From an optimization exercise on the open Yosys and OpenROAD flow, aimed at small area, a short achievable clock period and few clock cycles per item; shortcuts taken in it are not production practice.
Power figures rest on the tool's default switching activity, not on a simulated workload.

==> inputs of run H <==
==> flow/design.v <==
package sbs_pkg;
  localparam int MaxSigLen  = 48;
  localparam int SigRegs    = 6;
  localparam int SigRegW    = 64;
  localparam int LenBits    = 6;
  localparam int OffsetBits = 32;
  localparam int CfgIdxW    = 3;
endpackage
import sbs_pkg::*;
module sbs_cfg (
  input  logic                                clk_i,
  input  logic                                rst_ni,
  input  logic                                cfg_we_i,
  input  logic [sbs_pkg::CfgIdxW-1:0]         cfg_index_i,
  input  logic [sbs_pkg::SigRegW-1:0]         cfg_data_i,
  output logic [sbs_pkg::MaxSigLen-1:0][7:0]  sig_o,      
  output logic [sbs_pkg::SigRegs-1:0]         sig_wr_o,   
  output logic [sbs_pkg::MaxSigLen-1:0]       wild_o,     
  output logic [sbs_pkg::LenBits-1:0]         lm1_o       
);
  logic [SigRegs-1:0][SigRegW-1:0] sig_q;
  logic [SigRegs-1:0]              sig_wr_q;
  logic [MaxSigLen-1:0]            wild_q;
  logic                            wild_wr_q;
  logic [LenBits-1:0]              lm1_q;
  logic [LenBits-1:0]              lm1_d;
  always_comb begin
    if (cfg_data_i[LenBits-1:0] == '0) begin
      lm1_d = '0;
    end else if (cfg_data_i[LenBits-1:0] > 6'd48) begin
      lm1_d = 6'd47;
    end else begin
      lm1_d = cfg_data_i[LenBits-1:0] - 6'd1;
    end
  end
  always_ff @(posedge clk_i) begin
    for (int r = 0; r < SigRegs; r++) begin
      if (cfg_we_i && cfg_index_i == 3'(r)) sig_q[r] <= cfg_data_i;
    end
    if (cfg_we_i && cfg_index_i == 3'd6) wild_q <= cfg_data_i[MaxSigLen-1:0];
  end
  always_ff @(posedge clk_i or negedge rst_ni) begin
    if (!rst_ni) begin
      sig_wr_q  <= '0;
      wild_wr_q <= 1'b0;
      lm1_q     <= '0;
    end else if (cfg_we_i) begin
      for (int r = 0; r < SigRegs; r++) begin
        if (cfg_index_i == 3'(r)) sig_wr_q[r] <= 1'b1;
      end
      if (cfg_index_i == 3'd6) wild_wr_q <= 1'b1;
      if (cfg_index_i == 3'd7) lm1_q     <= lm1_d;
    end
  end
  assign sig_o    = sig_q;
  assign sig_wr_o = sig_wr_q;
  assign wild_o   = wild_q & {MaxSigLen{wild_wr_q}};
  assign lm1_o    = lm1_q;
endmodule
import sbs_pkg::*;
module sbs_match (
  input  logic                                clk_i,
  input  logic                                rst_ni,
  input  logic                                fire_i,      
  input  logic [7:0]                          byte_i,
  input  logic                                last_i,
  input  logic [sbs_pkg::MaxSigLen-1:0][7:0]  sig_i,
  input  logic [sbs_pkg::SigRegs-1:0]         sig_wr_i,
  input  logic [sbs_pkg::MaxSigLen-1:0]       wild_i,
  input  logic [sbs_pkg::LenBits-1:0]         lm1_i,
  output logic                                hit_o,       
  output logic                                produce_o,   
  output logic [sbs_pkg::OffsetBits-1:0]      offset_o     
);
  logic [MaxSigLen-1:0]  st_q, st_d, pos_ok, sel;
  logic                  first_q;       
  logic                  reported_q;    
  logic                  reported;
  logic [OffsetBits-1:0] ofs_q, ofs_d;
  logic                  zero_byte;
  logic                  sat;
  logic [LenBits-1:0]    lenv;
  assign zero_byte = (byte_i == 8'h00);
  always_comb begin
    for (int j = 0; j < MaxSigLen; j++) begin
      pos_ok[j] = wild_i[j] || (sig_wr_i[j/8] ? (byte_i == sig_i[j]) : zero_byte);
      sel[j]    = (lm1_i == 6'(j));
    end
    st_d[0] = pos_ok[0];
    for (int j = 1; j < MaxSigLen; j++) begin
      st_d[j] = pos_ok[j] && st_q[j-1] && !first_q;
    end
  end
  assign reported  = reported_q && !first_q;
  assign hit_o     = |(st_d & sel) && !reported;
  assign produce_o = hit_o || (last_i && !reported);
  assign lenv = lm1_i + 6'd1;
  assign sat  = (ofs_q == {26'h3ffffff, ~lenv});
  always_comb begin
    if (last_i && !hit_o) begin
      ofs_d = '0;
    end else if (first_q) begin
      ofs_d = 32'd0 - {26'd0, lm1_i};
    end else if (sat) begin
      ofs_d = ofs_q;
    end else begin
      ofs_d = ofs_q + 32'd1;
    end
  end
  always_ff @(posedge clk_i) begin
    if (fire_i) begin
      st_q  <= st_d;
      ofs_q <= ofs_d;
    end
  end
  always_ff @(posedge clk_i or negedge rst_ni) begin
    if (!rst_ni) begin
      first_q    <= 1'b1;
      reported_q <= 1'b0;
    end else if (fire_i) begin
      first_q    <= last_i;
      reported_q <= reported || hit_o;
    end
  end
  assign offset_o = ofs_q;
endmodule
module wildcard_byte_signature_scanner (
  input  logic                           clk_i,
  input  logic                           rst_ni,
  input  logic                           cfg_we_i,
  input  logic [sbs_pkg::CfgIdxW-1:0]    cfg_index_i,
  input  logic [sbs_pkg::SigRegW-1:0]    cfg_data_i,
  input  logic                           in_valid_i,
  output logic                           in_stall_o,
  input  logic [7:0]                     data_byte_i,
  input  logic                           region_last_i,
  output logic                           out_valid_o,
  input  logic                           out_stall_i,
  output logic                           found_o,
  output logic [sbs_pkg::OffsetBits-1:0] match_offset_o
);
  logic [sbs_pkg::MaxSigLen-1:0][7:0] sig;
  logic [sbs_pkg::SigRegs-1:0]        sig_wr;
  logic [sbs_pkg::MaxSigLen-1:0]      wild;
  logic [sbs_pkg::LenBits-1:0]        lm1;
  logic       in_valid_q;
  logic [7:0] byte_q;
  logic       last_q;
  logic       out_valid_q;
  logic       found_q;
  logic       advance;
  logic       accept;
  logic       hit;
  logic       produce;
  assign advance    = in_valid_q && !(out_valid_q && out_stall_i);
  assign in_stall_o = in_valid_q && out_valid_q;
  assign accept     = in_valid_i && !in_stall_o;
  sbs_cfg u_cfg (
    .clk_i       (clk_i),
    .rst_ni      (rst_ni),
    .cfg_we_i    (cfg_we_i),
    .cfg_index_i (cfg_index_i),
    .cfg_data_i  (cfg_data_i),
    .sig_o       (sig),
    .sig_wr_o    (sig_wr),
    .wild_o      (wild),
    .lm1_o       (lm1)
  );
  sbs_match u_match (
    .clk_i     (clk_i),
    .rst_ni    (rst_ni),
    .fire_i    (advance),
    .byte_i    (byte_q),
    .last_i    (last_q),
    .sig_i     (sig),
    .sig_wr_i  (sig_wr),
    .wild_i    (wild),
    .lm1_i     (lm1),
    .hit_o     (hit),
    .produce_o (produce),
    .offset_o  (match_offset_o)
  );
  always_ff @(posedge clk_i or negedge rst_ni) begin
    if (!rst_ni) begin
      in_valid_q <= 1'b0;
    end else if (accept) begin
      in_valid_q <= 1'b1;
    end else if (advance) begin
      in_valid_q <= 1'b0;
    end
  end
  always_ff @(posedge clk_i) begin
    if (accept) begin
      byte_q <= data_byte_i;
      last_q <= region_last_i;
    end
  end
  always_ff @(posedge clk_i or negedge rst_ni) begin
    if (!rst_ni) begin
      out_valid_q <= 1'b0;
    end else if (advance) begin
      out_valid_q <= produce;
    end else if (!out_stall_i) begin
      out_valid_q <= 1'b0;
    end
  end
  always_ff @(posedge clk_i) begin
    if (advance) begin
      found_q <= hit;
    end
  end
  assign out_valid_o = out_valid_q;
  assign found_o     = found_q;
endmodule
==> flow/run.sh <==
#!/bin/bash
# synth_recipe.tcl (not shown) runs the flow's synth.tcl, then flattens the netlist and writes it again
# the make line also repeats each setting of config.mk as NAME=value (left out here)
make -C /OpenROAD-flow-scripts/flow DESIGN_CONFIG=/design/flow/config.mk WORK_HOME=/design/flow/orfs CLKGATE_MAP_FILE= SYNTH_SCRIPT=/design/flow/synth_recipe.tcl finish
==> flow/config.mk <==
export PLATFORM = sky130hd
export DESIGN_NAME = wildcard_byte_signature_scanner
export DESIGN_NICKNAME = wildcard_byte_signature_scanner
export VERILOG_FILES = /design/flow/design.v
export SDC_FILE = /design/flow/constraint.sdc
export NUM_CORES = 4
export LEC_CHECK = 0
export ABC_CLOCK_PERIOD_IN_PS = 2500
export CAP_MARGIN = 30
export CORE_MARGIN = 2
export CORE_UTILIZATION = 40
export SETUP_SLACK_MARGIN = 3.0
export SLEW_MARGIN = 25
==> flow/constraint.sdc <==
create_clock -name core_clock -period 5.5 [get_ports {clk_i}]
set_input_delay 1.1000 -clock core_clock [delete_from_list [all_inputs] [get_ports {clk_i}]]
set_output_delay 1.1000 -clock core_clock [all_outputs]
set_load 0.01 [all_outputs]
==> run M (differences from run H) <==
--- a/flow/config.mk
+++ b/flow/config.mk
@@ -7,3 +7,2 @@
 export LEC_CHECK = 0
-export ABC_CLOCK_PERIOD_IN_PS = 2500
 export CAP_MARGIN = 30
@@ -11,3 +10,2 @@
 export CORE_UTILIZATION = 40
-export SETUP_SLACK_MARGIN = 3.0
 export SLEW_MARGIN = 25
==> run B (differences from run H) <==
==> flow/design.v, changed modules only <==
module sbs_cfg (
  input  logic                                clk_i,
  input  logic                                rst_ni,
  input  logic                                cfg_we_i,
  input  logic [sbs_pkg::CfgIdxW-1:0]         cfg_index_i,
  input  logic [sbs_pkg::SigRegW-1:0]         cfg_data_i,
  output logic [sbs_pkg::MaxSigLen-1:0][7:0]  sig_o,      
  output logic [sbs_pkg::SigRegs-1:0]         sig_wr_o,   
  output logic [sbs_pkg::MaxSigLen-1:0]       wild_o,     
  output logic [sbs_pkg::LenBits-1:0]         lm1_o       
);
  logic [SigRegs-1:0][SigRegW-1:0] sig_q;
  logic [SigRegs-1:0]              sig_wr_q;
  logic [MaxSigLen-1:0]            wild_q;
  logic                            wild_wr_q;
  logic [LenBits-1:0]              lm1_q;
  logic [LenBits-1:0]              lm1_d;
  always_comb begin
    if (cfg_data_i[LenBits-1:0] == '0) begin
      lm1_d = 6'd0;
    end else if (cfg_data_i[LenBits-1:0] > 6'd48) begin
      lm1_d = 6'd47;
    end else begin
      lm1_d = cfg_data_i[LenBits-1:0] - 6'd1;
    end
  end
  always_ff @(posedge clk_i) begin
    for (int r = 0; r < SigRegs; r++) begin
      if (cfg_we_i && cfg_index_i == 3'(r)) sig_q[r] <= cfg_data_i;
    end
    if (cfg_we_i && cfg_index_i == 3'd6) wild_q <= cfg_data_i[MaxSigLen-1:0];
  end
  always_ff @(posedge clk_i or negedge rst_ni) begin
    if (!rst_ni) begin
      sig_wr_q  <= '0;
      wild_wr_q <= 1'b0;
      lm1_q     <= 6'd0;
    end else if (cfg_we_i) begin
      for (int r = 0; r < SigRegs; r++) begin
        if (cfg_index_i == 3'(r)) sig_wr_q[r] <= 1'b1;
      end
      if (cfg_index_i == 3'd6) wild_wr_q <= 1'b1;
      if (cfg_index_i == 3'd7) lm1_q     <= lm1_d;
    end
  end
  assign sig_o    = sig_q;
  assign sig_wr_o = sig_wr_q;
  assign wild_o   = wild_q & {MaxSigLen{wild_wr_q}};
  assign lm1_o    = lm1_q;
endmodule
module sbs_match (
  input  logic                                clk_i,
  input  logic                                rst_ni,
  input  logic                                step_i,      
  input  logic [7:0]                          byte_i,
  input  logic                                last_i,
  input  logic [sbs_pkg::MaxSigLen-1:0][7:0]  sig_i,
  input  logic [sbs_pkg::SigRegs-1:0]         sig_wr_i,
  input  logic [sbs_pkg::MaxSigLen-1:0]       wild_i,
  input  logic [sbs_pkg::LenBits-1:0]         lm1_i,
  output logic                                end_o,       
  output logic [sbs_pkg::OffsetBits-1:0]      offset_o     
);
  logic [MaxSigLen-1:0]  st_q, st_d, pos_ok, sel;
  logic                  first_q;       
  logic [OffsetBits-1:0] ofs_q, ofs_d;
  logic                  sat_q, sat_d;  
  logic                  zero_byte;
  logic [OffsetBits-1:0] ofs_init;      
  logic [OffsetBits-1:0] ofs_last;      
  logic [LenBits-1:0]    lp1;
  assign zero_byte = (byte_i == 8'h00);
  always_comb begin
    for (int j = 0; j < MaxSigLen; j++) begin
      pos_ok[j] = wild_i[j] || (sig_wr_i[j/8] ? (byte_i == sig_i[j]) : zero_byte);
      sel[j]    = (lm1_i == 6'(j));
    end
    st_d[0] = pos_ok[0];
    for (int j = 1; j < MaxSigLen; j++) begin
      st_d[j] = pos_ok[j] && st_q[j-1] && !first_q;
    end
  end
  assign lp1      = lm1_i + 6'd2;
  assign ofs_init = 32'd0 - {26'd0, lm1_i};
  assign ofs_last = {26'h3ffffff, ~lp1};
  always_comb begin
    if (first_q) begin
      ofs_d = ofs_init;
      sat_d = 1'b0;
    end else if (sat_q) begin
      ofs_d = ofs_q;
      sat_d = 1'b1;
    end else begin
      ofs_d = ofs_q + 32'd1;
      sat_d = (ofs_q == ofs_last);
    end
  end
  always_ff @(posedge clk_i) begin
    if (step_i) begin
      st_q  <= st_d;
      ofs_q <= ofs_d;
      sat_q <= sat_d;
    end
  end
  always_ff @(posedge clk_i or negedge rst_ni) begin
    if (!rst_ni) begin
      first_q <= 1'b1;
    end else if (step_i) begin
      first_q <= last_i;
    end
  end
  assign end_o    = |(st_q & sel);
  assign offset_o = ofs_q;
endmodule
module wildcard_byte_signature_scanner (
  input  logic                           clk_i,
  input  logic                           rst_ni,
  input  logic                           cfg_we_i,
  input  logic [sbs_pkg::CfgIdxW-1:0]    cfg_index_i,
  input  logic [sbs_pkg::SigRegW-1:0]    cfg_data_i,
  input  logic                           in_valid_i,
  output logic                           in_stall_o,
  input  logic [7:0]                     data_byte_i,
  input  logic                           region_last_i,
  output logic                           out_valid_o,
  input  logic                           out_stall_i,
  output logic                           found_o,
  output logic [sbs_pkg::OffsetBits-1:0] match_offset_o
);
  logic [sbs_pkg::MaxSigLen-1:0][7:0] sig;
  logic [sbs_pkg::SigRegs-1:0]        sig_wr;
  logic [sbs_pkg::MaxSigLen-1:0]      wild;
  logic [sbs_pkg::LenBits-1:0]        lm1;
  logic        take;           
  logic        in_valid_q;     
  logic [7:0]  byte_q;
  logic        last_a_q;
  logic        step;           
  logic        held_q;         
  logic        last_q;         
  logic        reported_q;     
  logic        eval;           
  logic        match_end;
  logic        hit;
  logic        produce;
  logic [31:0] ofs;
  logic        stall_q;
  logic        in_valid_d;
  logic        held_d;
  logic        out_valid_d;
  logic        out_valid_q;
  logic        found_q;
  logic [31:0] offset_q;
  assign take = in_valid_i && !stall_q;
  assign eval = held_q && !(out_valid_q && out_stall_i);
  assign step = in_valid_q && (!held_q || eval);
  sbs_cfg u_cfg (
    .clk_i       (clk_i),
    .rst_ni      (rst_ni),
    .cfg_we_i    (cfg_we_i),
    .cfg_index_i (cfg_index_i),
    .cfg_data_i  (cfg_data_i),
    .sig_o       (sig),
    .sig_wr_o    (sig_wr),
    .wild_o      (wild),
    .lm1_o       (lm1)
  );
  sbs_match u_match (
    .clk_i    (clk_i),
    .rst_ni   (rst_ni),
    .step_i   (step),
    .byte_i   (byte_q),
    .last_i   (last_a_q),
    .sig_i    (sig),
    .sig_wr_i (sig_wr),
    .wild_i   (wild),
    .lm1_i    (lm1),
    .end_o    (match_end),
    .offset_o (ofs)
  );
  assign hit         = match_end && !reported_q;
  assign produce     = hit || (last_q && !reported_q);
  assign in_valid_d  = take || (in_valid_q && !step);
  assign held_d      = step || (held_q && !eval);
  assign out_valid_d = eval ? produce : (out_valid_q && out_stall_i);
  always_ff @(posedge clk_i or negedge rst_ni) begin
    if (!rst_ni) begin
      in_valid_q  <= 1'b0;
      held_q      <= 1'b0;
      reported_q  <= 1'b0;
      out_valid_q <= 1'b0;
      stall_q     <= 1'b0;
    end else begin
      in_valid_q  <= in_valid_d;
      held_q      <= held_d;
      out_valid_q <= out_valid_d;
      stall_q     <= in_valid_d && held_d && out_valid_d;
      if (eval) begin
        reported_q <= !last_q && (reported_q || hit);
      end
    end
  end
  always_ff @(posedge clk_i) begin
    if (!stall_q) begin
      byte_q   <= data_byte_i;
      last_a_q <= region_last_i;
    end
    if (step) begin
      last_q <= last_a_q;
    end
    if (eval) begin
      found_q  <= hit;
      offset_q <= hit ? ofs : 32'd0;
    end
  end
  assign in_stall_o     = stall_q;
  assign out_valid_o    = out_valid_q;
  assign found_o        = found_q;
  assign match_offset_o = offset_q;
endmodule
--- a/flow/config.mk
+++ b/flow/config.mk
@@ -11,3 +11,3 @@
 export CORE_UTILIZATION = 40
-export SETUP_SLACK_MARGIN = 3.0
+export SETUP_SLACK_MARGIN = 3.2
 export SLEW_MARGIN = 25
==> results by group <==
Run status
  • Status: timing/DRC/antenna clean

Placed design
  • Dpl cells: 2580

Synth
  • XOR/XNOR share of the synthesized area: 15.0%
  • Synthesized flop and latch total: 575

Power and ir drop
  • Sw Ratio: 29.0%

Route
  • Detailed Route WL: 66.8 mm
the above is filed under run B

==> results by group <==
Power and ir drop
  • Sw Ratio: 30.2%
  • Internal power: 8580 uW

Hold path
  • Hold WC Path Type: flop to flop

Run status
  • Status: timing/DRC/antenna clean

Placed design
  • Dpl cells: 2658

Synth
  • Syn Inst Count: 1801
  • Synthesized flop and latch total: 538
  • XOR/XNOR share of the synthesized area: 15.1%
  • Top cells by count, synth: edfxtp_1, xnor2_1, xor2_1

Route
  • Detailed Route WL: 81.0 mm

Setup path
  • CP Launch Point: byte_q[5]$_DFFE_PP_
the above is filed under run H

==> results by group <==
Cells and area
  • Multi-input logic portion of the cell area: 28.1%
  • Non-clock buffers: 163

Route
  • Detailed Route WL: 72.4 mm

Synth
  • XOR/XNOR share of the synthesized area: 15.1%

Run status
  • Status: timing/DRC/antenna clean

Power and ir drop
  • Sw Ratio: 29.2%

GRT
  • First-pass GRT wire length: 104 mm
the above is filed under run M

Function was not checked in any run of this note: the RTL went through the layout flow alone.

what the ideal ports hide:
How much do the figures lean on ideal ports? The routed layouts below were timed once more, with nothing changed but the port constraints.
Step 1 sets driving cells, clkbuf_16 on the clock port and buf_2 on the other inputs (assumed; they add their load-dependent delay and slew).
Step 2 also shifts input and output timing later by t, the mid clock arrival at the registers, as if the neighbouring blocks saw the same clock.
Three values: ideal ports, drivers, drivers and shift; two values: the first two.
run | shift t [ns] | setup slack, ns | worst hold slack (ns)
run H | 0.676 | 1.937 / 1.937 / 1.937 | 0.574 / 0.574 / 0.574
run M | 0.667 | 1.081 / 1.081 / 1.081 | 0.599 / 0.599 / 0.599
run B | 0.666 | 3.009 / 3.009 / 2.669 | 0.468 / 0.468 / 0.468
After both steps setup and hold are still met in every run listed. For run B, which loses most, drivers alone change the setup slack by 0.000 ns; drivers and shift together by -0.340 ns.
